Context: an optimization exercise on an open-source flow, tuned for small area, a short achievable clock period and few clock cycles. The choices shown serve that exercise and are no tape-out recipe. Only simulation tests tie the RTL to the original design; equivalence was not proved. Power figures rest on the tool's default switching activity, not on a simulated workload.

==> design.v <==
package udpw_pkg;
  localparam int unsigned IDLE_US   = 3000;
  localparam int unsigned OUT_LIMIT = 64;
endpackage
module uart_decode_from_pulse_widths (
  input  logic                clk,
  input  logic                rst_n,
  input  logic                in_valid,
  output logic                in_stall,
  input  logic [32:0]         in_data,
  output logic                out_valid,
  input  logic                out_stall,
  output logic [9:0]          out_data,
  input  logic                cfg_we,
  input  logic                cfg_addr,
  input  logic [15:0]         cfg_wdata
);
  localparam int RW = 21;           
  localparam int QD = 8;            
  logic [15:0] bit_r;
  logic [6:0]  max_bytes_r;
  always_ff @(posedge clk) begin
    if (!rst_n) begin
      bit_r       <= 16'd104;
      max_bytes_r <= 7'd64;
    end else if (cfg_we) begin
      if (cfg_addr) max_bytes_r <= cfg_wdata[6:0];
      else          bit_r       <= cfg_wdata;
    end
  end
  logic [19:0] off [9];
  logic [19:0] off10;
  always_ff @(posedge clk) begin
    for (int k = 0; k < 9; k++) begin
      off[k] <= 20'((18'(bit_r) * 18'd3) >> 1) + 20'(20'(bit_r) * 20'(k));
    end
    off10 <= 20'(bit_r) * 20'd10;
  end
  logic [6:0] limit;
  assign limit = (max_bytes_r > 7'd64) ? 7'd64 : max_bytes_r;
  logic [31:0] mem [64];
  logic [6:0]  wr_cnt;
  logic        zero_seen;
  logic        last_taken;
  logic        take, store, take_last;
  logic        ovl, new_in, new_pre, to_pre, mem_we;
  logic [32:0] pre;
  logic        pre_v;
  logic [32:0] nb_sym;
  assign in_stall  = last_taken && pre_v;
  assign take      = in_valid && !in_stall;
  assign ovl       = last_taken;
  assign store     = take && !ovl && !wr_cnt[6];
  assign take_last = take && !ovl && in_data[0];
  assign new_in    = take && ovl && finish;
  assign new_pre   = finish && pre_v;
  assign to_pre    = take && ovl;
  assign nb_sym    = pre_v ? pre : in_data;
  logic pre_wb;
  always_ff @(posedge clk) begin
    for (int r = 0; r < 64; r++) begin
      if (store && wr_cnt[5:0] == 6'(r)) mem[r] <= in_data[32:1];
      else if (r == 0 && pre_wb) mem[r] <= pre[32:1];
    end
  end
  always_ff @(posedge clk) begin
    if (to_pre) pre <= in_data;
    pre_wb <= rst_n && (new_in || new_pre);
  end
  logic [6:0]  f_row;
  logic        f_half;
  logic        dr_v, dr_end, dr_last, dr_h;
  logic [5:0]  dr_row;
  logic        dr_l0, dr_l1, dr_z0, dr_z1;
  logic [14:0] dr_d0, dr_d1;
  logic [15:0] dr_s01;
  logic [8:0]  dr_ca0, dr_ca1, dr_cb;
  always_comb begin
    for (int k = 0; k < 9; k++) begin
      dr_ca0[k] = (off[k] < 20'(dr_d0));
      dr_ca1[k] = (off[k] < 20'(dr_s01));
      dr_cb[k]  = (off[k] < 20'(dr_d1));
    end
  end
  logic        consume, jump, finish, stall_d;
  logic        adv, avail;
  logic [31:0] src;
  logic        src_end, src_last;
  logic [15:0] src_s01, nb_s01;
  logic [5:0]  nx_row_j;
  logic        nx_half_j;
  assign adv   = !dr_v || consume;
  assign avail = (f_row < wr_cnt) || store || last_taken;
  always_comb begin
    if (f_row < wr_cnt) begin
      src      = mem[f_row[5:0]];
      src_end  = 1'b0;
      src_last = last_taken && (f_row == wr_cnt - 7'd1);
    end else if (store) begin
      src      = in_data[32:1];
      src_end  = 1'b0;
      src_last = in_data[0];
    end else begin
      src      = {1'b1, (wr_cnt[6] && !zero_seen) ? 15'd0 : 15'd3000, 1'b0, 15'd0};
      src_end  = 1'b1;
      src_last = 1'b0;
    end
    src_s01 = 16'(src[30:16]) + 16'(src[14:0]);
    nb_s01  = 16'(nb_sym[31:17]) + 16'(nb_sym[15:1]);
  end
  always_ff @(posedge clk) begin
    if (!rst_n) begin
      f_row  <= '0;
      f_half <= 1'b0;
      dr_v   <= 1'b0;
    end else if (finish) begin
      f_row  <= 7'(new_in || new_pre);
      f_half <= 1'b0;
      dr_v   <= new_in || new_pre;
    end else if (jump && consume) begin
      f_row  <= 7'(nx_row_j);
      f_half <= nx_half_j;
      dr_v   <= 1'b0;
    end else if (adv) begin
      dr_v <= avail;
      if (avail) begin
        f_row  <= f_row + 7'd1;
        f_half <= 1'b0;
      end
    end
  end
  always_ff @(posedge clk) begin
    if (adv || finish) begin
      dr_h    <= f_half && !finish;
      dr_row  <= finish ? 6'd0 : f_row[5:0];
      if (finish) begin
        dr_end  <= 1'b0;
        dr_last <= nb_sym[0];
        dr_l0   <= nb_sym[32];
        dr_d0   <= nb_sym[31:17];
        dr_l1   <= nb_sym[16];
        dr_d1   <= nb_sym[15:1];
        dr_s01  <= nb_s01;
      end else begin
        dr_end  <= src_end;
        dr_last <= src_last;
        dr_l0   <= src[31];
        dr_d0   <= src[30:16];
        dr_l1   <= src[15];
        dr_d1   <= src[14:0];
        dr_s01  <= src_s01;
      end
    end
  end
  logic          trk, prev, nbok;
  logic [RW-1:0] rel;
  logic [8:0]    asg, val;
  logic          nx_v, nx_half;
  logic [5:0]    nx_row;
  logic [6:0]    count;
  logic [7:0]    pend;
  logic          pend_v;
  logic          n_trk, n_prev, n_nbok;
  logic [RW-1:0] n_rel;
  logic [8:0]    n_asg, n_val;
  logic          n_nx_v, n_nx_half;
  logic [5:0]    n_nx_row;
  logic          acc;
  logic [7:0]    acc_b;
  logic          end_done;
  logic          lim_now, lim_next;
  logic [RW-1:0] e0c, e1c;
  logic [8:0]    c0c, c1c;
  logic          nb_r, nb_e0;
  assign dr_z0 = (dr_d0 == '0);
  assign dr_z1 = (dr_d1 == '0);
  assign e0c = rel + RW'(dr_d0);
  assign e1c = rel + RW'(dr_s01);
  assign nb_r  = nbok || (rel >= RW'(off10));
  assign nb_e0 = (e0c >= RW'(off10));
  assign lim_now  = (count >= limit);
  assign lim_next = (count + 7'd1 >= limit);
  always_comb begin
    for (int k = 0; k < 9; k++) begin
      c0c[k] = (RW'(off[k]) < e0c);
      c1c[k] = (RW'(off[k]) < e1c);
    end
  end
  always_comb begin
    logic       a0, a1;
    logic       trk0, nbok0, prev0, acc0, jump0, ma0;
    logic [8:0] asg0, val0, new0, new1, c1;
    logic       nxv0, nxh0;
    logic [5:0] nxr0;
    logic       nb1, cand0, cand1;
    logic       tb;
    new0  = '0;
    new1  = '0;
    a0    = dr_v && !dr_z0 && !dr_h && !lim_now;
    trk0  = trk;
    ma0   = 1'b0;
    nbok0 = nbok;
    prev0 = prev;
    asg0  = asg;
    val0  = val;
    nxv0  = nx_v;
    nxr0  = nx_row;
    nxh0  = nx_half;
    acc0  = 1'b0;
    jump0 = 1'b0;
    cand0 = 1'b0;
    if (a0) begin
      if (trk) begin
        new0 = ~asg & c0c;
        asg0 = asg | new0;
        val0 = (val & ~new0) | (new0 & {9{dr_l0}});
        if (!dr_l0 && prev && !nx_v) begin
          nxv0 = 1'b1;
          nxr0 = dr_row;
          nxh0 = 1'b0;
        end
        if (c0c[8]) begin
          trk0 = 1'b0;
          if (dr_l0) begin
            acc0  = 1'b1;
            nbok0 = 1'b0;
          end else if (nxv0) begin
            jump0 = 1'b1;
          end else begin
            nbok0 = 1'b1;
          end
        end
      end else begin
        cand0 = !dr_l0 && prev && nb_r;
        nbok0 = nb_r;
        if (cand0) begin
          asg0 = dr_ca0;
          val0 = '0;
          nxv0 = 1'b0;
          trk0 = !dr_ca0[8];
          ma0  = 1'b1;
        end
      end
      prev0 = dr_l0;
    end
    a1       = dr_v && !dr_z1 && !jump0 && !lim_now && !(acc0 && lim_next);
    c1       = ma0 ? dr_ca1 : c1c;
    n_trk    = trk0;
    n_nbok   = nbok0;
    n_prev   = prev0;
    n_asg    = asg0;
    n_val    = val0;
    n_nx_v   = nxv0;
    n_nx_row = nxr0;
    n_nx_half = nxh0;
    acc      = acc0;
    acc_b    = val0[7:0];
    jump     = jump0;
    n_rel    = ma0 ? RW'(dr_s01) : e1c;
    tb       = 1'b0;
    nb1      = nbok0 || nb_e0;
    cand1    = 1'b0;
    if (a1) begin
      if (trk0) begin
        new1  = ~asg0 & c1;
        n_asg = asg0 | new1;
        n_val = (val0 & ~new1) | (new1 & {9{dr_l1}});
        if (!dr_l1 && prev0 && !nxv0) begin
          n_nx_v    = 1'b1;
          n_nx_row  = dr_row;
          n_nx_half = 1'b1;
        end
        if (c1[8]) begin
          n_trk = 1'b0;
          if (dr_l1) begin
            acc    = 1'b1;
            acc_b  = n_val[7:0];
            n_nbok = 1'b0;
          end else if (n_nx_v) begin
            jump = 1'b1;
          end else begin
            n_nbok = 1'b1;
          end
        end
      end else begin
        cand1  = !dr_l1 && prev0 && nb1;
        n_nbok = nb1;
        if (cand1) begin
          n_asg  = dr_cb;
          n_val  = '0;
          n_nx_v = 1'b0;
          n_trk  = !dr_cb[8];
          tb     = 1'b1;
          n_rel  = RW'(dr_d1);
        end
      end
      n_prev = dr_l1;
    end
    if (!tb && n_rel[RW-1]) n_rel = RW'(1 << (RW - 1));
    end_done = 1'b0;
    if (dr_v && !jump) begin
      if (dr_end) begin
        if (n_trk && n_nx_v) jump = 1'b1;
        else end_done = 1'b1;
      end else if (dr_last && !n_trk) begin
        end_done = 1'b1;
      end
    end
    nx_row_j  = n_nx_row;
    nx_half_j = n_nx_half;
  end
  logic [9:0]  q_mem [QD];
  logic [2:0]  q_head, q_tail;
  logic [3:0]  q_cnt, q_hold;
  logic        pop;
  logic [1:0]  npush;
  logic [9:0]  w0, w1;
  logic [1:0]  p_n;
  logic [9:0]  p_w0, p_w1;
  logic        p_rel;
  assign stall_d = (q_cnt + 4'(p_n) > 4'(QD - 2));
  assign consume = dr_v && !stall_d;
  assign finish  = last_taken && !stall_d &&
                   (lim_now || (consume && ((acc && lim_next) || end_done)));
  always_comb begin
    npush = 2'd0;
    w0    = '0;
    w1    = '0;
    if (acc && consume) begin
      if (pend_v) begin
        w0    = {pend, 2'b10};
        w1    = {acc_b, 2'b11};
        npush = finish ? 2'd2 : 2'd1;
      end else begin
        w0    = {acc_b, 2'b11};
        npush = finish ? 2'd1 : 2'd0;
      end
    end else if (finish) begin
      w0    = pend_v ? {pend, 2'b11} : 10'b00000000_0_1;
      npush = 2'd1;
    end
  end
  always_ff @(posedge clk) begin
    if (!rst_n || finish) begin
      trk    <= 1'b0;
      prev   <= 1'b1;
      nbok   <= 1'b1;
      count  <= '0;
      pend_v <= 1'b0;
      nx_v   <= 1'b0;
    end else if (consume) begin
      if (jump) begin
        trk  <= 1'b0;
        prev <= 1'b1;
        nbok <= 1'b1;
      end else begin
        trk  <= n_trk;
        prev <= n_prev;
        nbok <= n_nbok;
      end
      nx_v  <= n_nx_v;
      count <= count + 7'(acc);
      if (acc) pend_v <= 1'b1;
    end
  end
  always_ff @(posedge clk) begin
    if (consume) begin
      rel     <= n_rel;
      asg     <= n_asg;
      val     <= n_val;
      nx_half <= n_nx_half;
      nx_row  <= n_nx_row;
      if (acc) pend <= acc_b;
    end
  end
  always_ff @(posedge clk) begin
    if (!rst_n) begin
      wr_cnt     <= '0;
      zero_seen  <= 1'b0;
      last_taken <= 1'b0;
      pre_v      <= 1'b0;
    end else if (finish) begin
      wr_cnt     <= 7'(new_in || new_pre);
      zero_seen  <= (new_in || new_pre) && (nb_sym[31:17] == '0 || nb_sym[15:1] == '0);
      last_taken <= (new_in || new_pre) && nb_sym[0];
      pre_v      <= 1'b0;
    end else begin
      if (to_pre) pre_v <= 1'b1;
      if (store) begin
        wr_cnt <= wr_cnt + 7'd1;
        if (in_data[31:17] == '0 || in_data[15:1] == '0) zero_seen <= 1'b1;
      end
      if (take_last) last_taken <= 1'b1;
    end
  end
  assign out_valid = (q_cnt > q_hold);
  assign out_data  = q_mem[q_head];
  assign pop       = out_valid && !out_stall;
  always_ff @(posedge clk) begin
    if (!rst_n) p_n <= '0;
    else        p_n <= npush;
    p_w0  <= w0;
    p_w1  <= w1;
    p_rel <= last_taken || take_last;
  end
  always_ff @(posedge clk) begin
    if (!rst_n) begin
      q_head <= '0;
      q_tail <= '0;
      q_cnt  <= '0;
      q_hold <= '0;
    end else begin
      q_head <= q_head + 3'(pop);
      q_tail <= q_tail + 3'(p_n);
      q_cnt  <= q_cnt + 4'(p_n) - 4'(pop);
      q_hold <= (last_taken || take_last) ? 4'd0 : q_hold + (p_rel ? 4'd0 : 4'(p_n));
    end
  end
  always_ff @(posedge clk) begin
    if (p_n != 2'd0) q_mem[q_tail] <= p_w0;
    if (p_n == 2'd2) q_mem[q_tail + 3'd1] <= p_w1;
  end
endmodule
==> run.sh <==
#!/bin/bash
# synth_recipe.tcl (not shown) runs the flow's synth.tcl, then flattens the netlist and writes it again
# the make line also repeats each setting of config.mk as NAME=value (left out here)
make -C /OpenROAD-flow-scripts/flow DESIGN_CONFIG=/design/flow/config.mk WORK_HOME=/design/flow/orfs CLKGATE_MAP_FILE= SYNTH_SCRIPT=/design/flow/synth_recipe.tcl finish
==> config.mk <==
export PLATFORM = sky130hd
export DESIGN_NAME = uart_decode_from_pulse_widths
export DESIGN_NICKNAME = uart_decode_from_pulse_widths
export VERILOG_FILES = /design/flow/design.v
export SDC_FILE = /design/flow/constraint.sdc
export NUM_CORES = 4
export LEC_CHECK = 0
export CAP_MARGIN = 20
export CORE_MARGIN = 2
export CORE_UTILIZATION = 40
export SLEW_MARGIN = 20
==> constraint.sdc <==
create_clock -name core_clock -period 8.0 [get_ports {clk}]
set_input_delay 1.6000 -clock core_clock [delete_from_list [all_inputs] [get_ports {clk}]]
set_output_delay 1.6000 -clock core_clock [all_outputs]
set_load 0.01 [all_outputs]
==> results of run 1 <==
[Yosys cell counts (all sizes together), types with 151 or more instances]
master	n	area share, %
ha	981	10
mux2	151	1.4
a22o	315	2.3
inv	380	1.2
a221oi	322	2.4
edfxtp	2270	57
a21o	233	1.5
clkbuf	249	0.79
nand4	179	0.94
a21oi	379	1.6
nand3	180	0.76
dfxtp	266	4.5
nor2	345	1.1
a22oi	336	2.1
xnor2	157	1.2
nand2	279	0.88
o21ai	254	1.1
[worst register-to-register path, cell delays in order (launching register included)]
cell,delay (ns)
dfxtp_1,0.63
nor2b_1,0.45
nand2_1,0.47
nor2_4,0.68
buf_4,0.42
nor3_1,0.08
nand4_1,0.16
nor4_2,0.07
buf_4,0.26
a2111oi_0,0.81
buf_4,0.27
o21ai_0,0.37
ha_1,0.50
a21o_1,0.20
a21oi_1,0.22
o21bai_1,0.09
a21oi_1,0.22
o21bai_1,0.10
a21oi_1,0.20
o21bai_1,0.09
a21oi_1,0.21
o21ai_0,0.18
a21oi_1,0.20
nor2b_1,0.08
or3_1,0.31
a31o_2,0.24
[power groups by stage]
| stage | Combinational (mW) | Clock (mW) | Sequential [mW] |
|---|---|---|---|
| 6_report | 19.3 | 13.0 | 16.2 |
| 5_1_grt | 21.1 | 13.5 | 16.2 |
| 4_1_cts | 19.0 | 13.0 | 16.1 |
| 3_5_place_dp | 18.9 | 0 | 16.4 |
| 3_3_place_gp | 18.4 | 0 | 16.4 |
| 2_1_floorplan | 11.5 | 0 | 15.9 |
[flip-flops by register name, indices dropped and copies added (netlist names), 4 cells and up]
register and count:
val 8, p_w0 10, dr_d0 15, count 7, p_w1 9, nx_row 6, pre 33, q_cnt 4
off10 18, dr_s01 16, pend 8, q_hold 4, dr_d1 15, q_mem 80, off 157, dr_row 6
mem 2048, max_bytes_r 7, f_row 7, bit_r 16, wr_cnt 7, asg 8, rel 21
[stage by stage]
| step | std cells | total power [mW] | setup slack, ns | hold WS (ns) | utilization [%] |
|---|---|---|---|---|---|
| floorplan | 8502 | 27.4 | 1.87 | 0.432 | - |
| global placement | 12600 | 34.8 | 0.441 | 0.459 | 43.1 |
| detailed placement | 12600 | 35.3 | 0.651 | 0.466 | 43.2 |
| CTS | 13200 | 48.1 | 0.640 | 0.480 | 46.3 |
| global route | 13200 | 50.8 | 0.169 | 0.502 | 46.3 |
| finish | 13200 | 48.5 | 0.286 | 0.483 | 46.3 |
[worst paths after layout]
check,to,slack (ns),cells after the start
worst max-delay path,dr_s01[14],0.29,25
worst min register to register,max_bytes_r[0],0.48,2
worst max register to register,dr_s01[14],0.29,25
worst min-delay path,max_bytes_r[0],0.48,2
[per-layer routing]
layer | GRT usage (%) | vias to the layer above
met1 | 39.6 | 43200
li1 | - | 35000
met5 | 0 | -
met4 | 22.4 | 8
met3 | 8.81 | 1862
met2 | 51.0 | 6707
[cells by family after synthesis]
group	Yosys count	share of synthesized area [%]
AO/OA/AOI/OAI	2383	14.7
buffers and inverters	690	2.20
flip-flops	2536	61.8
XOR/XNOR	225	1.66
AND/OR/NAND/NOR	1396	5.90
adder cells (fa/ha/maj)	1061	11.6
multiplexers	211	2.15
[layout make-up]
class,instances,area share (%)
Sequential cell,2536,53.6
Multi-Input combinational cell,5276,32.0
Clock buffer,347,5.40
Tap cell,3939,3.59
Timing Repair Buffer,516,3.24
Clock inverter,159,1.19
Inverter,382,1.04
Antenna cell,8,0.0146
==> key figures, run 1 <==
Power
  • Sw Share: 38.8%
  • Leak: 50.5 nW
  • P_sw: 18.8 mW
  • Seq pwr share: approximately a third
  • P per Cell Area: 353 nW/um^2
  • Clock power frac: 26.8%
  • Worst vdd ir: 0.000231 V
  • Internal Power: 29.6 mW
  • Combinational cell fraction of total power: 39.8%

Timing
  • F_max: 0.130 GHz
  • Final Max Slew Viols: 0
  • Setup TNS: 0 ns
  • Final hold viol count: 0
  • Clk_skew: around 0.13 ns
  • Slew @ Worst Pin: ~1.3 ns
  • Final setup violation count: 0
  • RSZ-0062 raised after global routing: false
  • Fin crit share: 96.4%
  • Worst slew margin: 16.2%
  • Post-layout min period: around 7.7 ns

Layout
  • Register area: between 70,000 and 80,000 sq um
  • P&R area growth vs syn: 15.4%
  • Fill count: 25,800
  • Design Area, Final: roughly 140,000 sq um
  • NumNets Final: 10,100
  • Share of cells above drive strength 1: a little over an eighth
  • Area of the multi-input gates: roughly 44,000 sq um
  • Most frequent cells in the layout: edfxtp_1, ha_1, buf_4, inv_1, a21oi_1
  • Most common cell after layout, fill and taps aside: edfxtp_1

Logic synthesis
  • Yosys Warn Count: 3
  • Synth cell types: 108
  • Number of flops mapped to enable cells by yosys: 2,270
  • Net Count, Synth: 9,609
  • Register area share after synthesis: 61.8%
  • Post-synthesis cell count: 8,502
  • Seq cells post-synth: 2,536
  • Asr flop ratio synth: 0%
  • Post-Syn Area per Cell: 14.0 sq um
  • Primary FF master, synth: edfxtp_1
  • Area of the mapped netlist: 119,000 sq um

Detailed routing
  • M1 WL: 176,000 microns
  • 1st-iter DRT viols: 14,200
  • Via count: 86,800
  • Via density: 6.60
  • Max layer used: met5
  • DR WL/cell: 38.4 microns
  • Final wirelength: 505,000 microns
  • WL met3: about 63,000 microns
  • Met2 WL: 224,000 microns
  • DR pass1 iterations: 8
  • Antenna Violating Nets Remaining: 0
  • DRC viols: 0

Critical path
  • Worst Path Buf+Inv: 3
  • Worst Setup End Kind: flop
  • CP Launch Point: f_row[3]
  • CP dominant cell by count: a21oi_1
  • CP peak stage delay: 0.80 ns
  • Delay-heaviest family, CP: compound AO/OA/AOI/OAI gates
  • Slowest-stage cell, CP: a2111oi_0
  • Max FO, Critical Path: 13
  • Reg2reg start: f_row[3]
  • CP Data Arrival Time: between 8 and 9 ns
  • Req. time, crit path: around 8.6 ns
  • Setup CP Type: flop to flop
  • Startpoint types: flop

Die
  • Die ar.: 302,000 sq um
  • Core area: 296,000 sq um
  • Site row count: 200
  • IO Count: 67
  • Starting Density: 40.1%
  • Die X: 549 microns
  • Die Span Y: 549 microns

Worst hold path
  • Hold WC Path Type: flop to flop
  • Hold_sp: max_bytes_r[0]

Clock network
  • CTS clk-pin slew, worst paths: 0.06 ns
  • Setup bufs post-CTS: 0
  • # hold bufs at CTS: 0
  • Clock buffer depth: 4
  • Clock sink count: 2,536
  • CTS buffer count: 280
  • Root Driver: clkbuf_16
  • CTS resizes: 0
  • H-tree depth: 5
  • Worst skew pair latency: 0.98 ns
  • CTS tree: yes

GRT
  • Initial antenna violation count: 22
  • Total track usage: approximately 33%
  • Global-route wire length before repair: between 600,000 and 700,000 microns
  • Pin count of the biggest net entering global routing: around 70
  • Gr ovfl total: 0
  • Vias in the first global route: 83,100

Job
  • Max Cap Violations: 0

Placed design
  • Routability congestion estimate: 0.977
  • Post-DP HPWL: 336,000 microns
  • IO buf count: 66
  • Dpl cell area: 128,000 sq um

Outcome
  • Outcome: complete, no violations
Testbench counts, summed over its fixed seeds: cycles 3,853.
==> inputs of run 2 (changes only) <==
--- a/design.v
+++ b/design.v
@@ -36,6 +36,12 @@
     end
     off10 <= 20'(bit_r) * 20'd10;
   end
+  function automatic logic ltu(input logic [20:0] a, input logic [20:0] b);
+    logic r;
+    r = 1'b0;
+    for (int i = 0; i < 21; i++) r = (~a[i] & b[i]) | (~(a[i] & ~b[i]) & r);
+    ltu = r;
+  endfunction
   logic [6:0] limit;
   assign limit = (max_bytes_r > 7'd64) ? 7'd64 : max_bytes_r;
   logic [31:0] mem [64];
@@ -77,20 +83,24 @@
   logic [8:0]  dr_ca0, dr_ca1, dr_cb;
   always_comb begin
     for (int k = 0; k < 9; k++) begin
-      dr_ca0[k] = (off[k] < 20'(dr_d0));
-      dr_ca1[k] = (off[k] < 20'(dr_s01));
-      dr_cb[k]  = (off[k] < 20'(dr_d1));
+      dr_ca0[k] = ltu(21'(off[k]), 21'(dr_d0));
+      dr_ca1[k] = ltu(21'(off[k]), 21'(dr_s01));
+      dr_cb[k]  = ltu(21'(off[k]), 21'(dr_d1));
     end
   end
   logic        consume, jump, finish, stall_d;
-  logic        adv, avail;
-  logic [31:0] src;
+  logic        dr_free, avail, take_next;
+  logic [31:0] src, dsrc;
   logic        src_end, src_last;
-  logic [15:0] src_s01, nb_s01;
+  logic [15:0] d_s01, nb_s01;
   logic [5:0]  nx_row_j;
   logic        nx_half_j;
-  assign adv   = !dr_v || consume;
-  assign avail = (f_row < wr_cnt) || store || last_taken;
+  logic        raw_v, raw_end, raw_last, raw_h;
+  logic [5:0]  raw_row;
+  logic [31:0] raw;
+  assign dr_free   = !dr_v || consume;
+  assign avail     = (f_row < wr_cnt) || store || last_taken;
+  assign take_next = avail && (!raw_v || dr_free);
   always_comb begin
     if (f_row < wr_cnt) begin
       src      = mem[f_row[5:0]];
@@ -105,35 +115,63 @@
       src_end  = 1'b1;
       src_last = 1'b0;
     end
-    src_s01 = 16'(src[30:16]) + 16'(src[14:0]);
-    nb_s01  = 16'(nb_sym[31:17]) + 16'(nb_sym[15:1]);
+    if (raw_v)      dsrc = raw;
+    else if (store) dsrc = in_data[32:1];
+    else            dsrc = {1'b1, (wr_cnt[6] && !zero_seen) ? 15'd0 : 15'd3000, 1'b0, 15'd0};
+    d_s01  = 16'(dsrc[30:16]) + 16'(dsrc[14:0]);
+    nb_s01 = 16'(nb_sym[31:17]) + 16'(nb_sym[15:1]);
   end
   always_ff @(posedge clk) begin
     if (!rst_n) begin
       f_row  <= '0;
       f_half <= 1'b0;
+      raw_v  <= 1'b0;
       dr_v   <= 1'b0;
     end else if (finish) begin
       f_row  <= 7'(new_in || new_pre);
       f_half <= 1'b0;
+      raw_v  <= 1'b0;
       dr_v   <= new_in || new_pre;
     end else if (jump && consume) begin
       f_row  <= 7'(nx_row_j);
       f_half <= nx_half_j;
+      raw_v  <= 1'b0;
       dr_v   <= 1'b0;
-    end else if (adv) begin
-      dr_v <= avail;
-      if (avail) begin
+    end else begin
+      if (take_next) begin
         f_row  <= f_row + 7'd1;
         f_half <= 1'b0;
       end
+      if (raw_v) begin
+        if (dr_free) begin
+          dr_v  <= 1'b1;
+          raw_v <= avail;
+        end
+      end else if (f_row < wr_cnt) begin
+        raw_v <= 1'b1;
+        if (dr_free) dr_v <= 1'b0;
+      end else if (avail) begin
+        if (dr_free) dr_v  <= 1'b1;
+        else         raw_v <= 1'b1;
+      end else if (dr_free) begin
+        dr_v <= 1'b0;
+      end
+    end
+  end
+  always_ff @(posedge clk) begin
+    if (!raw_v || dr_free) begin
+      raw      <= src;
+      raw_end  <= src_end;
+      raw_last <= src_last;
+      raw_h    <= f_half;
+      raw_row  <= f_row[5:0];
     end
   end
   always_ff @(posedge clk) begin
-    if (adv || finish) begin
-      dr_h    <= f_half && !finish;
-      dr_row  <= finish ? 6'd0 : f_row[5:0];
+    if (dr_free || finish) begin
       if (finish) begin
+        dr_h    <= 1'b0;
+        dr_row  <= 6'd0;
         dr_end  <= 1'b0;
         dr_last <= nb_sym[0];
         dr_l0   <= nb_sym[32];
@@ -142,13 +180,15 @@
         dr_d1   <= nb_sym[15:1];
         dr_s01  <= nb_s01;
       end else begin
-        dr_end  <= src_end;
-        dr_last <= src_last;
-        dr_l0   <= src[31];
-        dr_d0   <= src[30:16];
-        dr_l1   <= src[15];
-        dr_d1   <= src[14:0];
-        dr_s01  <= src_s01;
+        dr_h    <= raw_v ? raw_h : f_half;
+        dr_row  <= raw_v ? raw_row : f_row[5:0];
+        dr_end  <= raw_v ? raw_end : !store;
+        dr_last <= raw_v ? raw_last : (store && in_data[0]);
+        dr_l0   <= dsrc[31];
+        dr_d0   <= dsrc[30:16];
+        dr_l1   <= dsrc[15];
+        dr_d1   <= dsrc[14:0];
+        dr_s01  <= d_s01;
       end
     end
   end
@@ -176,14 +216,14 @@
   assign dr_z1 = (dr_d1 == '0);
   assign e0c = rel + RW'(dr_d0);
   assign e1c = rel + RW'(dr_s01);
-  assign nb_r  = nbok || (rel >= RW'(off10));
-  assign nb_e0 = (e0c >= RW'(off10));
+  assign nb_r  = nbok || !ltu(rel, 21'(off10));
+  assign nb_e0 = !ltu(e0c, 21'(off10));
   assign lim_now  = (count >= limit);
   assign lim_next = (count + 7'd1 >= limit);
   always_comb begin
     for (int k = 0; k < 9; k++) begin
-      c0c[k] = (RW'(off[k]) < e0c);
-      c1c[k] = (RW'(off[k]) < e1c);
+      c0c[k] = ltu(21'(off[k]), e0c);
+      c1c[k] = ltu(21'(off[k]), e1c);
     end
   end
   always_comb begin
==> run 2 against run 1 <==
Compared with the run above:
- still clean
- count of clock-buffer cells in the layout increased by 6
- combinational power down 8%
- sequential power grew 6%
- sequential cell count up 43
- critical endpoint is now p_n[0]
- largest cell class unchanged
==> key figures, run 2 <==
Timing
  • Final Max Slew Viols: 0
  • Fin crit share: about nine tenths
  • Post-layout min period: between 7 and 8 ns
  • Final hold viol count: 0
  • Slew @ Worst Pin: roughly 1.3 ns
  • Final setup margin: 0.774 ns
  • F_max: ~0.14 GHz
  • Setup TNS: 0 ns
  • RSZ-0062 raised after global routing: false
  • Worst slew margin: 13.7%
  • Final setup violation count: 0
  • Clk_skew: 0.101 ns

Placed design
  • Routability congestion estimate: 0.983
  • Post-DP HPWL: 328,000 microns
  • Pre-CTS WS: 0.819 ns
  • Dpl cell area: 125,000 sq um
  • IO buf count: 66

Critical path
  • CP peak stage delay: roughly 0.73 ns
  • Reg2reg setup slack: 0.77 ns
  • Crit path to: p_n[0]
  • Critical path cell sequence: ha_1 -> inv_1 -> fa_1 -> nor2b_1 -> o211a_1 -> o211a_1 -> o21ai_0 -> a21oi_1 -> nand3_1 -> xor2_1 -> nand2_1 -> a2111oi_0 -> nor2_1 -> o31ai_2 -> o221ai_2 -> a21oi_1 -> o31ai_4 -> clkinv_2 -> buf_4 -> ha_1 -> nand2_1 -> a21oi_1
  • CP Launch Point: dr_d0[0]
  • Setup CP Type: flop to flop
  • Reg2reg start: dr_d0[0]
  • Crit. path cell count: 22
  • Delay-heaviest family, CP: compound AO/OA/AOI/OAI gates
  • Reg2reg end: p_n[0]
  • Slowest-stage cell, CP: xor2_1
  • Worst Setup End Kind: flop
  • Startpoint types: flop
  • R2R depth: 22
  • Max FO, Critical Path: 38
  • Worst Path Buf+Inv: 3
  • Req. time, crit path: 8.68 ns
  • CP Data Arrival Time: 7.90 ns
  • CP dominant cell by count: a21oi_1

Die
  • IO Count: 67
  • Starting Density: 40.3%
  • Die X: ~550 microns
  • Site row count: 198
  • Die Span Y: 546 microns
  • Core area: 292,000 sq um
  • Die ar.: 298,000 sq um

Layout
  • Most common cell after layout, fill and taps aside: edfxtp_1
  • Share of cells above drive strength 1: 12.6%
  • Largest Register: mem
  • Most frequent cells in the layout: edfxtp_1, inv_1, nand2_1, a22oi_1, a21oi_1
  • Max reg flops: 2,048
  • P&R area growth vs syn: 13.7%
  • NumNets Final: 9,474
  • Design Area, Final: 134,000 sq um
  • Top flop regs: mem (2048), off (157), q_mem (80)
  • Finished Core Util: 45.8%

Logic synthesis
  • Synth cell types: 100
  • Synth area leaders: edfxtp_1, dfxtp_1, ha_1
  • Register area share after synthesis: 63.7%
  • Net Count, Synth: 9,257
  • Library cell with the largest summed area after synthesis: edfxtp_1
  • Primary FF master, synth: edfxtp_1
  • Post-Syn Area per Cell: 13.3 sq um
  • Post-synthesis cell count: 8,849
  • Yosys top cell area share: about three fifths
  • Number of flops mapped to enable cells by yosys: 2,311
  • Asr flop ratio synth: 0%
  • Area of the mapped netlist: 117,000 sq um
  • Most common cell in the netlist: edfxtp_1
  • Seq cells post-synth: 2,579
  • Yosys Warn Count: 3
  • Commonest cells post-synth: edfxtp_1, inv_1, nand2_1, a22oi_1, nor2_1

Clock network
  • CTS resizes: 0
  • Root Driver: clkbuf_16
  • H-tree depth: 5
  • CTS buffer count: 278
  • CTS clk-pin slew, worst paths: about 0.06 ns
  • CTS tree: yes
  • # hold bufs at CTS: 0
  • Clock sink count: 2,579
  • Worst skew pair latency: 0.91 ns
  • Setup bufs post-CTS: 0
  • Clock buffer depth: 4

Detailed routing
  • Final wirelength: 512,000 microns
  • DR WL/cell: 38.8 microns
  • DR pass1 iterations: 9
  • Via density: 6.69
  • Antenna Violating Nets Remaining: 0
  • 1st-iter DRT viols: 15,600
  • DRC viols: 0
  • Via count: a little under 90,000

GRT
  • Gr ovfl total: 0
  • GR peak layer: met2
  • GRT met1 Usage: 42.4%
  • Grt met2 use: 50.9%
  • Grt met3 use: a little under a tenth
  • Initial antenna violation count: 39
  • Pin count of the biggest net entering global routing: 70
  • Total track usage: 33.3%
  • Vias in the first global route: around 83,000
  • Global-route wire length before repair: 690,000 microns

Worst hold path
  • Hold WC Path Type: flop to flop

Power
  • P per Cell Area: 355 nW/um^2
  • Worst vdd ir: 0.000518 V
  • Leak: 45.4 nW
  • Total power: between 40 and 50 mW

Outcome
  • Outcome: complete, no violations

Job
  • Max Cap Violations: 0
==> run 2: cell count changes in the layout (fill, tap and decap cells not counted), moves of 36 or more <==
cell,change
nor2_1,+85
o21ai_0,+85
ha_1,-701
maj3_2,+36
a21o_1,-189
edfxtp_1,+41
mux2i_1,+95
o22ai_1,+69
a22o_1,-114
nand2_1,+180
maj3_1,+221
a22oi_1,+105
buf_4,-89
inv_1,+139
==> run 2: through the flow <==
| step | std cells | hold WS (ns) |
|---|---|---|
| after floorplan | 8849 | 0.422 |
| after global placement | 12700 | 0.446 |
| after detailed placement | 12700 | 0.446 |
| after CTS | 13200 | 0.454 |
| after global routing | 13200 | 0.480 |
| final | 13200 | 0.453 |
==> run 2: kinds of logic after synthesis <==
| family | count (synthesis) | synth area share (%) |
|---|---|---|
| buffers and inverters | 1011 | 3.26 |
| xor gates and xnor gates | 224 | 1.67 |
| and+or+nand+nor | 1650 | 6.69 |
| AOI/OAI and AO/OA | 2448 | 15.1 |
| muxes | 318 | 3.10 |
| adders and majority gates | 619 | 6.53 |
| DFF | 2579 | 63.7 |
==> run 2: area by class of cell <==
cell class,count,area [sq um]
antenna,20,50.0
clock buffer,353,7420
clock inverter,132,1110
fill,25900,158000
inverter,537,2020
multi-input combinational,5259,39900
sequential,2579,74800
tap,3900,4880
timing repair buffer,411,3390
==> run 2: worst min-delay path by stage <==
stage                                 to  cells after the start            from  slack (ns)
final                     max_bytes_r[0]                      2  max_bytes_r[0]        0.45
after global routing      max_bytes_r[0]                      2  max_bytes_r[0]        0.48
after CTS                 max_bytes_r[0]                      2  max_bytes_r[0]        0.45
after detailed placement  max_bytes_r[0]                      2  max_bytes_r[0]        0.45
after global placement    max_bytes_r[0]                      2  max_bytes_r[0]        0.45
after floorplan                    raw_h                      0          f_half        0.42
==> run 2: metal layers <==
layer,part of all wire [%],wire (microns)
met1,36,183000
met2,44,225000
met3,13,68700
met4,6.9,35300
met5,0.047,243
==> run 2: power breakdown <==
group          total, mW  internal [mW]  leakage, nW  switching, mW
clock               12.5           6.99         4.18           5.47
sequential          17.2           15.6         23.3           1.61
combinational       17.7           5.98         17.9           11.7
total               47.4           28.5         45.4           18.8
==> run 2: worst reg2reg max path, stage by stage, from the launching register on <==
cell	delay (ns)
edfxtp_1	0.54
ha_1	0.26
inv_1	0.06
fa_1	0.48
nor2b_1	0.26
o211a_1	0.36
o211a_1	0.25
o21ai_0	0.20
a21oi_1	0.37
nand3_1	0.16
xor2_1	0.73
nand2_1	0.20
a2111oi_0	0.57
nor2_1	0.20
o31ai_2	0.67
o221ai_2	0.22
a21oi_1	0.45
o31ai_4	0.10
clkinv_2	0.10
buf_4	0.42
ha_1	0.34
nand2_1	0.06
a21oi_1	0.06
Testbench counts of run 2, summed over its fixed seeds: cycles 3,991.
==> inputs of run 3 (changes only) <==
--- a/config.mk
+++ b/config.mk
@@ -8,4 +8,5 @@
 export CAP_MARGIN = 20
 export CORE_MARGIN = 2
 export CORE_UTILIZATION = 40
+export SETUP_SLACK_MARGIN = 2.5
 export SLEW_MARGIN = 20
==> run 3 against run 2 <==
Compared with the run above:
- critical path type unchanged
- non-clock buffer count is 185 higher
- clock skew down 0.0046 ns
- design area grew 3.2%
- synthesized cell count unchanged
- die area stayed put
- largest cell class unchanged
==> key figures, run 3 <==
Detailed routing
  • Via count: 89,300
  • Via density: 6.68
  • DRC viols: 0
  • DR pass1 iterations: 10
  • DR WL/cell: 38.9 microns
  • Antenna Violating Nets Remaining: 0
  • 1st-iter DRT viols: between 15,000 and 20,000
  • Final wirelength: 520,000 microns

Layout
  • P&R area growth vs syn: 17.4%
  • Most common cell after layout, fill and taps aside: edfxtp_1
  • Top flop regs: mem (2048), off (157), q_mem (80)
  • Design Area, Final: about 140,000 sq um
  • Register area: 74,800 sq um
  • Most frequent cells in the layout: edfxtp_1, inv_1, buf_4, nand2_1, a22oi_1
  • NumNets Final: between 9,000 and 10,000
  • Share of cells above drive strength 1: 18.1%
  • Fill count: 25,500
  • Max reg flops: 2,048
  • Largest Register: mem
  • Finished Core Util: a little under half
  • Area of the multi-input gates: approximately 42,000 sq um

Critical path
  • Req. time, crit path: approximately 8.7 ns
  • Worst Path Buf+Inv: 4
  • CP dominant cell by count: maj3_2
  • R2R depth: 21
  • Max FO, Critical Path: 6
  • Delay-heaviest family, CP: compound AO/OA/AOI/OAI gates
  • Startpoint types: flop
  • Worst Setup End Kind: flop
  • Slowest-stage cell, CP: edfxtp_1
  • Crit. path cell count: 21
  • Setup CP Type: flop to flop
  • Critical path cell sequence: ha_4 -> fa_2 -> maj3_2 -> maj3_2 -> maj3_2 -> maj3_2 -> o32ai_4 -> o31ai_4 -> a222oi_1 -> o21ai_1 -> a31oi_4 -> a211oi_4 -> a211oi_2 -> nand2b_4 -> a21oi_4 -> o31ai_4 -> clkinv_4 -> buf_12 -> buf_4 -> buf_16 -> or3_1
  • CP peak stage delay: 0.50 ns
  • CP Data Arrival Time: roughly 6.5 ns

GRT
  • Pin count of the biggest net entering global routing: 70
  • Gr ovfl total: 0
  • Global-route wire length before repair: 697,000 microns
  • Total track usage: 33.7%
  • Initial antenna violation count: 38
  • Vias in the first global route: 84,200

Timing
  • F_max: 0.173 GHz
  • Post-layout min period: 5.79 ns
  • Setup TNS: 0 ns
  • Final Max Slew Viols: 0
  • Final setup violation count: 0
  • Final hold viol count: 0
  • Fin crit share: 72.4%
  • Worst slew margin: about 11%
  • Clk_skew: 0.0967 ns
  • Slew @ Worst Pin: 1.33 ns
  • RSZ-0062 raised after global routing: true

Logic synthesis
  • Synth cell types: 100
  • Number of flops mapped to enable cells by yosys: 2,311
  • Area of the mapped netlist: 117,000 sq um
  • Post-synthesis cell count: ~9,000
  • Library cell with the largest summed area after synthesis: edfxtp_1
  • Post-Syn Area per Cell: 13.3 sq um
  • Commonest cells post-synth: edfxtp_1, inv_1, nand2_1, a22oi_1, nor2_1
  • Yosys top cell area share: 59.1%
  • Seq cells post-synth: 2,579
  • Most common cell in the netlist: edfxtp_1
  • Yosys Warn Count: 3
  • Primary FF master, synth: edfxtp_1
  • Asr flop ratio synth: 0%
  • Register area share after synthesis: 63.7%
  • Net Count, Synth: 9,257
  • Synth area leaders: edfxtp_1, dfxtp_1, ha_1

Die
  • Die ar.: just under 300,000 sq um
  • Die Span Y: 546 microns
  • Starting Density: 40.3%
  • IO Count: 67
  • Die X: 546 microns
  • Site row count: approximately 200
  • Core area: between 200,000 and 300,000 sq um

Power
  • Combinational cell fraction of total power: 41.5%
  • Leak: approximately 47 nW
  • Clock power frac: between 20% and 30%
  • Total power: 50.7 mW
  • Worst vdd ir: 0.000630 V
  • Sw Share: 40.1%
  • Internal Power: between 30 and 40 mW
  • P per Cell Area: 368 nW/um^2
  • P_sw: 20.3 mW
  • Seq pwr share: 33.9%

Clock network
  • H-tree depth: 5
  • CTS buffer count: 278
  • Clock buffer depth: 4
  • # hold bufs at CTS: 0
  • Root Driver: clkbuf_16
  • CTS clk-pin slew, worst paths: about 0.060 ns
  • CTS tree: yes
  • Clock sink count: around 2,600
  • Worst skew pair latency: 0.91 ns

Outcome
  • Outcome: complete, no violations

Worst hold path
  • Hold WC Path Type: flop to flop
  • WHS Path Cells: 2

Placed design
  • IO buf count: 66
  • Routability congestion estimate: 0.983
  • Dpl cell area: 125,000 sq um
  • Post-DP HPWL: 328,000 microns

Job
  • Max Cap Violations: 0
run 3: cell counts after synthesis:
No cell type changed its count.
run 3: per-layer routing:
metal | share of wire, % | routed length [microns] | global-route usage, %
met4 | 7.2 | 37700 | 19.7
met5 | 0.071 | 369 | 0
met1 | 35 | 184000 | 42.7
met2 | 44 | 228000 | 51.3
met3 | 14 | 70500 | 9.82
run 3: worst paths after layout:
| check | slack [ns] | from | endpoint |
|---|---|---|---|
| setup / recovery | 2.21 | dr_s01[0] | prev |
| hold reg to reg | 0.45 | max_bytes_r[0] | max_bytes_r[0] |
| setup reg to reg | 2.21 | dr_s01[0] | prev |
| hold / removal | 0.45 | max_bytes_r[0] | max_bytes_r[0] |
run 3: cell type report:
cell class / instances / share of cell area, %
Antenna cell: 17 / 0.0309
Clock buffer: 353 / 5.39
Clock inverter: 132 / 0.805
Inverter: 537 / 1.48
Multi-Input combinational cell: 5261 / 30.7
Sequential cell: 2579 / 54.3
Tap cell: 3900 / 3.54
Timing Repair Buffer: 596 / 3.83
run 3: worst reg2reg max path, delay by kind of cell (launching register included):
| kind | cells | cell delay (ns) |
|---|---|---|
| compound gates | 9 | 2.05 |
| fa+ha+maj | 6 | 2.01 |
| buf+inv | 4 | 0.57 |
| simple gates | 2 | 0.53 |
| flops | 1 | 0.50 |
run 3: what timing repair did:
action | CTS | global route
gates resized for setup | 355 | 229
endpoints found under the setup margin | 205 | 179
buffers inserted | 93 | 84
gates cloned | 8 | 3
pin swaps | 121 | 124
run 3: metrics by stage:
step	cells	hold slack, ns	setup slack [ns]
final	13400	0.453	2.21
after global routing	13400	0.480	2.10
after CTS	13300	0.454	2.06
after detailed placement	12700	0.446	0.819
after global placement	12700	0.446	0.853
after floorplan	8849	0.422	2.58
run 3: kinds of logic after synthesis:
kind of cell | after synthesis | synth area share [%]
simple gates | 1650 | 6.69
xor+xnor | 224 | 1.67
fa+ha+maj | 619 | 6.53
mux | 318 | 3.10
buf+inv | 1011 | 3.26
compound gates | 2448 | 15.1
flops | 2579 | 63.7
run 3: power groups by stage:
stage	logic, mW	clock network [mW]	registers [mW]
6_report	21.0	12.5	17.2
5_1_grt	22.1	13.0	17.2
4_1_cts	19.0	12.5	17.0
3_5_place_dp	17.2	0	17.4
3_3_place_gp	17.1	0	17.3
2_1_floorplan	11.3	0	16.2
==> inputs of run 4 (changes only) <==
--- a/design.v
+++ b/design.v
@@ -42,6 +42,24 @@
     for (int i = 0; i < 21; i++) r = (~a[i] & b[i]) | (~(a[i] & ~b[i]) & r);
     ltu = r;
   endfunction
+  function automatic logic [20:0] ks_add(input logic [20:0] a, input logic [20:0] b);
+    logic [20:0] g, p, gn, pn;
+    g = a & b;
+    p = a ^ b;
+    for (int t = 0; t < 5; t++) begin
+      gn = g;
+      pn = p;
+      for (int i = 0; i < 21; i++) begin
+        if (i >= (1 << t)) begin
+          gn[i] = g[i] | (p[i] & g[i - (1 << t)]);
+          pn[i] = p[i] & p[i - (1 << t)];
+        end
+      end
+      g = gn;
+      p = pn;
+    end
+    ks_add = (a ^ b) ^ {g[19:0], 1'b0};
+  endfunction
   logic [6:0] limit;
   assign limit = (max_bytes_r > 7'd64) ? 7'd64 : max_bytes_r;
   logic [31:0] mem [64];
@@ -89,18 +107,14 @@
     end
   end
   logic        consume, jump, finish, stall_d;
-  logic        dr_free, avail, take_next;
-  logic [31:0] src, dsrc;
+  logic        adv, avail;
+  logic [31:0] src;
   logic        src_end, src_last;
-  logic [15:0] d_s01, nb_s01;
+  logic [15:0] src_s01, nb_s01;
   logic [5:0]  nx_row_j;
   logic        nx_half_j;
-  logic        raw_v, raw_end, raw_last, raw_h;
-  logic [5:0]  raw_row;
-  logic [31:0] raw;
-  assign dr_free   = !dr_v || consume;
-  assign avail     = (f_row < wr_cnt) || store || last_taken;
-  assign take_next = avail && (!raw_v || dr_free);
+  assign adv   = !dr_v || consume;
+  assign avail = (f_row < wr_cnt) || store || last_taken;
   always_comb begin
     if (f_row < wr_cnt) begin
       src      = mem[f_row[5:0]];
@@ -115,63 +129,35 @@
       src_end  = 1'b1;
       src_last = 1'b0;
     end
-    if (raw_v)      dsrc = raw;
-    else if (store) dsrc = in_data[32:1];
-    else            dsrc = {1'b1, (wr_cnt[6] && !zero_seen) ? 15'd0 : 15'd3000, 1'b0, 15'd0};
-    d_s01  = 16'(dsrc[30:16]) + 16'(dsrc[14:0]);
-    nb_s01 = 16'(nb_sym[31:17]) + 16'(nb_sym[15:1]);
+    src_s01 = 16'(ks_add(21'(src[30:16]), 21'(src[14:0])));
+    nb_s01  = 16'(ks_add(21'(nb_sym[31:17]), 21'(nb_sym[15:1])));
   end
   always_ff @(posedge clk) begin
     if (!rst_n) begin
       f_row  <= '0;
       f_half <= 1'b0;
-      raw_v  <= 1'b0;
       dr_v   <= 1'b0;
     end else if (finish) begin
       f_row  <= 7'(new_in || new_pre);
       f_half <= 1'b0;
-      raw_v  <= 1'b0;
       dr_v   <= new_in || new_pre;
     end else if (jump && consume) begin
       f_row  <= 7'(nx_row_j);
       f_half <= nx_half_j;
-      raw_v  <= 1'b0;
       dr_v   <= 1'b0;
-    end else begin
-      if (take_next) begin
+    end else if (adv) begin
+      dr_v <= avail;
+      if (avail) begin
         f_row  <= f_row + 7'd1;
         f_half <= 1'b0;
       end
-      if (raw_v) begin
-        if (dr_free) begin
-          dr_v  <= 1'b1;
-          raw_v <= avail;
-        end
-      end else if (f_row < wr_cnt) begin
-        raw_v <= 1'b1;
-        if (dr_free) dr_v <= 1'b0;
-      end else if (avail) begin
-        if (dr_free) dr_v  <= 1'b1;
-        else         raw_v <= 1'b1;
-      end else if (dr_free) begin
-        dr_v <= 1'b0;
-      end
     end
   end
   always_ff @(posedge clk) begin
-    if (!raw_v || dr_free) begin
-      raw      <= src;
-      raw_end  <= src_end;
-      raw_last <= src_last;
-      raw_h    <= f_half;
-      raw_row  <= f_row[5:0];
-    end
-  end
-  always_ff @(posedge clk) begin
-    if (dr_free || finish) begin
+    if (adv || finish) begin
+      dr_h    <= f_half && !finish;
+      dr_row  <= finish ? 6'd0 : f_row[5:0];
       if (finish) begin
-        dr_h    <= 1'b0;
-        dr_row  <= 6'd0;
         dr_end  <= 1'b0;
         dr_last <= nb_sym[0];
         dr_l0   <= nb_sym[32];
@@ -180,15 +166,13 @@
         dr_d1   <= nb_sym[15:1];
         dr_s01  <= nb_s01;
       end else begin
-        dr_h    <= raw_v ? raw_h : f_half;
-        dr_row  <= raw_v ? raw_row : f_row[5:0];
-        dr_end  <= raw_v ? raw_end : !store;
-        dr_last <= raw_v ? raw_last : (store && in_data[0]);
-        dr_l0   <= dsrc[31];
-        dr_d0   <= dsrc[30:16];
-        dr_l1   <= dsrc[15];
-        dr_d1   <= dsrc[14:0];
-        dr_s01  <= d_s01;
+        dr_end  <= src_end;
+        dr_last <= src_last;
+        dr_l0   <= src[31];
+        dr_d0   <= src[30:16];
+        dr_l1   <= src[15];
+        dr_d1   <= src[14:0];
+        dr_s01  <= src_s01;
       end
     end
   end
@@ -214,8 +198,8 @@
   logic          nb_r, nb_e0;
   assign dr_z0 = (dr_d0 == '0);
   assign dr_z1 = (dr_d1 == '0);
-  assign e0c = rel + RW'(dr_d0);
-  assign e1c = rel + RW'(dr_s01);
+  assign e0c = ks_add(rel, RW'(dr_d0));
+  assign e1c = ks_add(rel, RW'(dr_s01));
   assign nb_r  = nbok || !ltu(rel, 21'(off10));
   assign nb_e0 = !ltu(e0c, 21'(off10));
   assign lim_now  = (count >= limit);
@@ -355,38 +339,57 @@
   logic        pop;
   logic [1:0]  npush;
   logic [9:0]  w0, w1;
-  logic [1:0]  p_n;
-  logic [9:0]  p_w0, p_w1;
-  logic        p_rel;
-  assign stall_d = (q_cnt + 4'(p_n) > 4'(QD - 2));
+  logic        r_acc, r_fin, r_rel;
+  logic [7:0]  r_accb;
+  assign stall_d = (q_cnt + 4'(r_acc) + 4'(r_fin) > 4'(QD - 2));
   assign consume = dr_v && !stall_d;
   assign finish  = last_taken && !stall_d &&
                    (lim_now || (consume && ((acc && lim_next) || end_done)));
+  always_ff @(posedge clk) begin
+    if (!rst_n) begin
+      r_acc <= 1'b0;
+      r_fin <= 1'b0;
+    end else begin
+      r_acc <= acc && consume;
+      r_fin <= finish;
+    end
+    r_accb <= acc_b;
+    r_rel  <= last_taken || take_last;
+  end
   always_comb begin
     npush = 2'd0;
     w0    = '0;
     w1    = '0;
-    if (acc && consume) begin
+    if (r_acc) begin
       if (pend_v) begin
         w0    = {pend, 2'b10};
-        w1    = {acc_b, 2'b11};
-        npush = finish ? 2'd2 : 2'd1;
+        w1    = {r_accb, 2'b11};
+        npush = r_fin ? 2'd2 : 2'd1;
       end else begin
-        w0    = {acc_b, 2'b11};
-        npush = finish ? 2'd1 : 2'd0;
+        w0    = {r_accb, 2'b11};
+        npush = r_fin ? 2'd1 : 2'd0;
       end
-    end else if (finish) begin
+    end else if (r_fin) begin
       w0    = pend_v ? {pend, 2'b11} : 10'b00000000_0_1;
       npush = 2'd1;
     end
   end
   always_ff @(posedge clk) begin
+    if (!rst_n) begin
+      pend_v <= 1'b0;
+    end else if (r_fin) begin
+      pend_v <= 1'b0;
+    end else if (r_acc) begin
+      pend_v <= 1'b1;
+    end
+    if (r_acc) pend <= r_accb;
+  end
+  always_ff @(posedge clk) begin
     if (!rst_n || finish) begin
       trk    <= 1'b0;
       prev   <= 1'b1;
       nbok   <= 1'b1;
       count  <= '0;
-      pend_v <= 1'b0;
       nx_v   <= 1'b0;
     end else if (consume) begin
       if (jump) begin
@@ -400,7 +403,6 @@
       end
       nx_v  <= n_nx_v;
       count <= count + 7'(acc);
-      if (acc) pend_v <= 1'b1;
     end
   end
   always_ff @(posedge clk) begin
@@ -410,7 +412,6 @@
       val     <= n_val;
       nx_half <= n_nx_half;
       nx_row  <= n_nx_row;
-      if (acc) pend <= acc_b;
     end
   end
   always_ff @(posedge clk) begin
@@ -437,13 +438,6 @@
   assign out_data  = q_mem[q_head];
   assign pop       = out_valid && !out_stall;
   always_ff @(posedge clk) begin
-    if (!rst_n) p_n <= '0;
-    else        p_n <= npush;
-    p_w0  <= w0;
-    p_w1  <= w1;
-    p_rel <= last_taken || take_last;
-  end
-  always_ff @(posedge clk) begin
     if (!rst_n) begin
       q_head <= '0;
       q_tail <= '0;
@@ -451,13 +445,13 @@
       q_hold <= '0;
     end else begin
       q_head <= q_head + 3'(pop);
-      q_tail <= q_tail + 3'(p_n);
-      q_cnt  <= q_cnt + 4'(p_n) - 4'(pop);
-      q_hold <= (last_taken || take_last) ? 4'd0 : q_hold + (p_rel ? 4'd0 : 4'(p_n));
+      q_tail <= q_tail + 3'(npush);
+      q_cnt  <= q_cnt + 4'(npush) - 4'(pop);
+      q_hold <= (last_taken || take_last) ? 4'd0 : q_hold + (r_rel ? 4'd0 : 4'(npush));
     end
   end
   always_ff @(posedge clk) begin
-    if (p_n != 2'd0) q_mem[q_tail] <= p_w0;
-    if (p_n == 2'd2) q_mem[q_tail + 3'd1] <= p_w1;
+    if (npush != 2'd0) q_mem[q_tail] <= w0;
+    if (npush == 2'd2) q_mem[q_tail + 3'd1] <= w1;
   end
 endmodule
--- a/config.mk
+++ b/config.mk
@@ -8,5 +8,5 @@
 export CAP_MARGIN = 20
 export CORE_MARGIN = 2
 export CORE_UTILIZATION = 40
-export SETUP_SLACK_MARGIN = 2.5
+export SETUP_SLACK_MARGIN = 3.5
 export SLEW_MARGIN = 20
==> run 4 against run 3 <==
Compared with the run above:
- non-clock buffer count grew 371
- critical path depth unchanged
- via count is 0.97% higher
- power increased by 4.0%
- global-route usage rose by 1.1 points
- final cell count shrank 0.11%
- design area rose by 2.4%
- worst setup slack got worse by 0.27 ns
- wire length is 0.88% higher
- core utilization up 2.3 points
- synthesized area fell by 2.4%
- highest routed layer unchanged
==> key figures, run 4 <==
Timing
  • Slew @ Worst Pin: ~1.2 ns
  • Final Max Slew Viols: 0
  • Clk_skew: 0.109 ns
  • F_max: 0.165 GHz
  • Final setup margin: 1.94 ns
  • Final hold viol count: 0
  • RSZ-0062 raised after global routing: true
  • Final setup violation count: 0
  • Setup TNS: 0 ns
  • Fin crit share: 75.8%
  • Worst slew margin: 19.0%
  • Post-layout min period: roughly 6 ns

Die
  • Die ar.: 291,000 sq um
  • Starting Density: 40.2%
  • Die X: 539 microns
  • Die Span Y: approximately 540 microns
  • IO Count: 67
  • Site row count: 196
  • Core area: roughly 280,000 sq um

GRT
  • Gr ovfl total: 0
  • Global-route wire length before repair: 702,000 microns
  • Pin count of the biggest net entering global routing: around 70
  • Initial antenna violation count: 31
  • Total track usage: a little over a third
  • Vias in the first global route: 85,100

Logic synthesis
  • Primary FF master, synth: edfxtp_1
  • Seq cells post-synth: 2,526
  • Post-synthesis cell count: 8,560
  • Post-Syn Area per Cell: roughly 13 sq um
  • Synth area leaders: edfxtp_1, dfxtp_1, ha_1
  • Yosys Warn Count: 3
  • Area of the mapped netlist: 115,000 sq um
  • Library cell with the largest summed area after synthesis: edfxtp_1
  • Net Count, Synth: 8,972
  • Synth cell types: 100
  • Number of flops mapped to enable cells by yosys: 2,270
  • Register area share after synthesis: 64.0%
  • Yosys top cell area share: between 50% and 60%
  • Most common cell in the netlist: edfxtp_1
  • Commonest cells post-synth: edfxtp_1, nor2_1, inv_1, a21oi_1, a22oi_1
  • Asr flop ratio synth: 0%

Layout
  • Most common cell after layout, fill and taps aside: edfxtp_1
  • Fin cells: between 10,000 and 15,000
  • Most frequent cells in the layout: edfxtp_1, buf_4, inv_1, nor2_1, a22oi_1
  • Share of cells above drive strength 1: 25.4%
  • Fill count: 24,200
  • NumNets Final: 9,784
  • Top flop regs: mem (2048), off (157), q_mem (80)
  • Design Area, Final: 141,000 sq um
  • Max reg flops: 2,048
  • P&R area growth vs syn: 23.3%
  • Largest Register: mem
  • Finished Core Util: about half

Placed design
  • Routability congestion estimate: 0.989
  • IO buf count: 66
  • Dpl cell area: approximately 120,000 sq um
  • Cell count after placement: 12,400
  • Pre-CTS WS: ~0.9 ns
  • Post-DP HPWL: 335,000 microns

Clock network
  • Clock buffer depth: 4
  • Root Driver: clkbuf_16
  • H-tree depth: 5
  • Worst skew pair latency: 0.89 ns
  • CTS buffer count: 273
  • CTS clk-pin slew, worst paths: 0.06 ns
  • CTS tree: yes
  • Clock sink count: ~2,500
  • # hold bufs at CTS: 0

Critical path
  • Delay-heaviest family, CP: adder cells
  • Req. time, crit path: 8.70 ns
  • CP peak stage delay: ~0.57 ns
  • CP dominant cell by count: maj3_2
  • Worst Path Buf+Inv: 3
  • CP Data Arrival Time: 6.76 ns
  • Startpoint types: flop
  • Critical path cell sequence: ha_2 -> fa_2 -> inv_2 -> buf_4 -> maj3_2 -> maj3_2 -> maj3_2 -> maj3_2 -> maj3_2 -> maj3_2 -> maj3_2 -> o211a_1 -> o211ai_1 -> o211ai_1 -> a2111oi_4 -> nor2_1 -> o21ai_1 -> nand4_1 -> buf_4 -> o21ai_2 -> o311a_1
  • Max FO, Critical Path: 3
  • Setup CP Type: flop to flop
  • Worst Setup End Kind: flop
  • Slowest-stage cell, CP: fa_2
  • Reg2reg setup slack: 1.94 ns

Outcome
  • Outcome: complete, no violations

Detailed routing
  • DRC viols: 0
  • DR pass1 iterations: 9
  • Via density: 6.75
  • Antenna Violating Nets Remaining: 0
  • 1st-iter DRT viols: 15,900
  • Via count: 90,200
  • DR WL/cell: 39.3 microns
  • Final wirelength: between 500,000 and 600,000 microns

Job
  • Max Cap Violations: 0

Power
  • Seq pwr share: 31.5%
  • Internal Power: 31.6 mW
  • Leak: a little under 50 nW
  • Sw Share: 40.1%
  • Combinational cell fraction of total power: 44.4%
  • Worst vdd ir: 0.000287 V
  • Clock power frac: approximately 24%
  • P_sw: between 20 and 25 mW
  • P per Cell Area: 373 nW/um^2

Worst hold path
  • Hold WC Path Type: flop to flop
## run 4: cells by family (layout without fill, tap and decap cells)
group	after synthesis	in the layout	share of synthesized area [%]
AO/OA/AOI/OAI	2478	2479	15.9
XOR/XNOR	223	223	1.71
adder cells (fa/ha/maj)	674	674	7.23
buffers and inverters	933	1944	3.18
flip-flops	2526	2526	64.0
multiplexers	116	116	1.30
other	0	21	0
AND/OR/NAND/NOR	1610	1615	6.66
## run 4: cell type report
type	count	area, sq um	area share [%]
timing repair buffer	967	8760	6.20
sequential	2526	73300	51.9
inverter	497	1900	1.35
multi-input combinational	5107	43700	31.0
clock buffer	324	7220	5.11
tap	3762	4710	3.33
clock inverter	156	1510	1.07
antenna	21	52.6	0.0372
## run 4: worst paths after layout
kind / start / to / cells after the start
max reg2reg: dr_s01[0] / val[6] / 21
min reg2reg: r_accb[1] / pend[1] / 0
max: dr_s01[0] / val[6] / 21
min: r_accb[1] / pend[1] / 0
## run 4: power by group through the flow
stage	combinational (mW)	clock, mW	sequential, mW
2_1_floorplan	12.2	0	15.9
3_3_place_gp	18.1	0	16.8
3_5_place_dp	18.2	0	16.8
4_1_cts	21.6	12.7	16.5
5_1_grt	24.5	13.2	16.6
6_report	23.4	12.7	16.6
## run 4: routing by layer
metal / wire [microns] / track usage [%]
met1: 181000 / 43.1
met2: 225000 / 52.2
met3: 77000 / 11.8
met4: 42000 / 21.3
met5: 274 / 0.132
## run 4: timing repair
action                     in CTS  in global routing
setup endpoints to repair     473                289
cloned                          9                  4
pin swaps                     334                266
buffers inserted              324                147
hold endpoints to repair        0                  0
resized for setup             683                312
## run 4: through the flow
step	power (mW)	hold WS, ns
after detailed placement	35.0	0.456
after floorplan	28.1	0.427
after global placement	34.9	0.448
final	52.7	0.457
after CTS	50.8	0.460
after global routing	54.3	0.461
Testbench counts of run 4, summed over its fixed seeds: cycles 3,853.
==> inputs of run 5 (changes only) <==
--- a/config.mk
+++ b/config.mk
@@ -7,6 +7,6 @@
 export LEC_CHECK = 0
 export CAP_MARGIN = 20
 export CORE_MARGIN = 2
-export CORE_UTILIZATION = 40
-export SETUP_SLACK_MARGIN = 3.5
+export CORE_UTILIZATION = 55
+export SETUP_SLACK_MARGIN = 2.5
 export SLEW_MARGIN = 20
==> run 5 against run 4 <==
Compared with the run above:
- still clean on timing, DRC and antenna
- global-route usage rose by 13 points
- sequential cell count unchanged
- die area down 27%
- count of clock-buffer cells in the layout is 17 higher
- sequential power about the same
- core utilization is 16 points higher
- synthesized area stayed put
- sequential share of layout area grew 2.0 points
- wire length is 2.3% lower
- final cell count fell by 8.9%
- worst hold slack improved by 0.011 ns
- worst setup slack better by 0.00079 ns
==> key figures, run 5 <==
Logic synthesis
  • Area of the mapped netlist: ~110,000 sq um
  • Post-synthesis cell count: 8,560
  • Primary FF master, synth: edfxtp_1
  • Library cell with the largest summed area after synthesis: edfxtp_1
  • Most common cell in the netlist: edfxtp_1
  • Register area share after synthesis: 64.0%
  • Yosys Warn Count: 3
  • Synth area leaders: edfxtp_1, dfxtp_1, ha_1
  • Net Count, Synth: between 8,000 and 9,000
  • Number of flops mapped to enable cells by yosys: 2,270
  • Asr flop ratio synth: 0%
  • Seq cells post-synth: 2,526
  • Commonest cells post-synth: edfxtp_1, nor2_1, inv_1, a21oi_1, a22oi_1
  • Synth cell types: 100
  • Post-Syn Area per Cell: 13.4 sq um
  • Yosys top cell area share: 59.5%

Detailed routing
  • DR WL/cell: approximately 42 microns
  • DRC viols: 0
  • Via density: 7.37
  • DR pass1 iterations: 8
  • 1st-iter DRT viols: 15,300
  • Antenna Violating Nets Remaining: 0
  • Final wirelength: 513,000 microns
  • Via count: approximately 90,000

Die
  • Die X: 460 microns
  • Site row count: 167
  • IO Count: 67
  • Die Span Y: 460 microns
  • Starting Density: 55.3%
  • Core area: 207,000 sq um
  • Die ar.: 212,000 sq um

Clock network
  • Root Driver: clkbuf_16
  • CTS tree: yes
  • H-tree depth: 5
  • Clock sink count: 2,526
  • Worst skew pair latency: ~0.96 ns
  • CTS buffer count: 279
  • CTS clk-pin slew, worst paths: 0.06 ns
  • Clock buffer depth: 4

Timing
  • Slew @ Worst Pin: 1.29 ns
  • WHS: between 0.4 and 0.5 ns
  • Post-layout min period: 6.06 ns
  • RSZ-0062 raised after global routing: true
  • Worst slew margin: around 14%
  • Final setup violation count: 0
  • Clk_skew: between 0.1 and 0.15 ns
  • Fin crit share: 75.7%
  • Final hold viol count: 0
  • Final Max Slew Viols: 0
  • Final setup margin: 1.94 ns
  • F_max: 0.165 GHz

GRT
  • Pin count of the biggest net entering global routing: 69
  • Total track usage: 47.7%
  • Initial antenna violation count: 27
  • Vias in the first global route: 84,400
  • Gr ovfl total: 0
  • Global-route wire length before repair: 689,000 microns

Power
  • Worst vdd ir: 0.000298 V
  • Leak: between 40 and 50 nW
  • P per Cell Area: roughly 380 nW/um^2

Placed design
  • Pre-CTS WS: between 0.6 and 0.7 ns
  • Dpl cell area: 122,000 sq um
  • IO buf count: 66
  • Routability congestion estimate: 1.01
  • Post-DP HPWL: 326,000 microns
  • Cell count after placement: 11,400

Layout
  • Share of cells above drive strength 1: 20.6%
  • Area of the multi-input gates: 41,600 sq um
  • Fill count: 15,000
  • Most common cell after layout, fill and taps aside: edfxtp_1
  • Finished Core Util: 65.6%
  • Largest Register: mem
  • Max reg flops: about 2,000
  • NumNets Final: 9,588
  • Fin cells: 12,200
  • Register area: 73,300 sq um
  • Top flop regs: mem (2048), off (157), q_mem (80)
  • Most frequent cells in the layout: edfxtp_1, buf_4, inv_1, nor2_1, a22oi_1
  • Design Area, Final: approximately 140,000 sq um
  • P&R area growth vs syn: 18.6%

Critical path
  • Setup CP Type: flop to flop
  • Max FO, Critical Path: 4
  • Req. time, crit path: 8.63 ns
  • Startpoint types: flop
  • Reg2reg setup slack: 1.94 ns
  • Worst Setup End Kind: flop
  • CP Data Arrival Time: 6.69 ns

Worst hold path
  • Hold WC Path Type: flop to flop

Job
  • Max Cap Violations: 0

Outcome
  • Outcome: complete, no violations
-- run 5: where the power goes --
group	total, mW	switching (mW)	internal, mW
clock	12.6	5.28	7.28
combinational	23.1	14.4	8.72
sequential	16.5	1.32	15.2
total	52.2	21.0	31.2
-- run 5: worst paths after layout --
path                  startpoint             end  cells past startpoint
setup / recovery       dr_s01[0]          val[6]                     20
hold / removal    max_bytes_r[0]  max_bytes_r[0]                      2
setup reg to reg       dr_s01[0]          val[6]                     20
hold reg to reg   max_bytes_r[0]  max_bytes_r[0]                      2
-- run 5: logic make-up after synthesis --
logic type               share of synthesized area [%]
adder cells (fa/ha/maj)                           7.23
flip-flops                                        64.0
multiplexers                                      1.30
AO/OA/AOI/OAI                                     15.9
XOR/XNOR                                          1.71
buffers and inverters                             3.18
AND/OR/NAND/NOR                                   6.66
-- run 5: cell type report --
type,count,area share (%)
well taps,2788,2.57
clock buffers,341,5.42
flip-flops and latches,2526,54.0
clock inverters,122,0.914
diodes,23,0.0424
repair buffers,769,5.07
inverters,497,1.38
multi-input cells,5103,30.6
-- run 5: worst max-delay path: stages (launching register included) --
cell       delay (ns)
edfxtp_1         0.42
ha_2             0.21
fa_2             0.55
inv_2            0.06
buf_4            0.13
maj3_2           0.35
maj3_2           0.31
maj3_2           0.29
maj3_2           0.32
maj3_2           0.32
maj3_2           0.40
maj3_2           0.31
o211a_1          0.24
o211ai_1         0.17
o211ai_1         0.28
a2111oi_4        0.40
a211oi_2         0.07
o31ai_1          0.24
buf_4            0.16
nand4_1          0.19
o311a_1          0.36
-- run 5: repair_timing --
item / 4_1_cts / 5_1_grt
resized for setup: 518 / 192
cloned: 12 / 3
pin swaps: 214 / 137
hold buffers: 0 / 0
setup buffers: 160 / 71
endpoints found under the hold margin: 0 / 0
setup endpoints to repair: 184 / 160
-- run 5: routing by layer --
metal | vias up | part of all wire, % | global-route usage (%)
li1 | 35100 | - | -
met1 | 44100 | 33 | 57.1
met2 | 8087 | 43 | 70.9
met3 | 2332 | 15 | 17.4
met4 | 12 | 9.6 | 35.0
met5 | - | 0.035 | 0.367
-- run 5: metrics by stage --
step | setup TNS [ns] | total power [mW]
global route | 0 | 53.6
CTS | 0 | 50.2
finish | 0 | 52.2
detailed placement | 0 | 34.7
global placement | -0.196 | 34.5
floorplan | 0 | 27.6

re-timing with driven ports:
The flow's constraints put no driver on any port. The routed layouts listed below were extracted and timed again, unchanged, in two steps. Step 1, drivers: a clkbuf_16 drives clk and a buf_2 each remaining input, both assumed. Step 2 times the ports against the registers' clock, not the clock port: input delays grow and output delays shrink by t, the midpoint of the rising clock arrivals with the driver on. Slacks: ideal ports / drivers / drivers and shift; pairs: ideal ports / drivers.
| run | shift t [ns] | setup slack, ns | worst setup path after step 2 | slew at the worst register clock pin (ns) |
|---|---|---|---|---|
| run 1 | 1.022 | 0.286 / 0.286 / 0.286 | register to register | 0.07 / 0.07 |
| run 2 | 0.965 | 0.774 / 0.774 / 0.774 | register to register | 0.07 / 0.07 |
| run 3 | 0.968 | 2.205 / 2.205 / 1.573 | input to register | 0.07 / 0.07 |
| run 4 | 0.952 | 1.939 / 1.939 / 1.657 | input to register | 0.08 / 0.08 |
| run 5 | 1.008 | 1.940 / 1.940 / 1.468 | input to register | 0.07 / 0.07 |
After both steps every run listed still meets setup and hold. For run 3, which loses most, drivers alone change the setup slack by 0.000 ns; drivers and shift together by -0.632 ns.
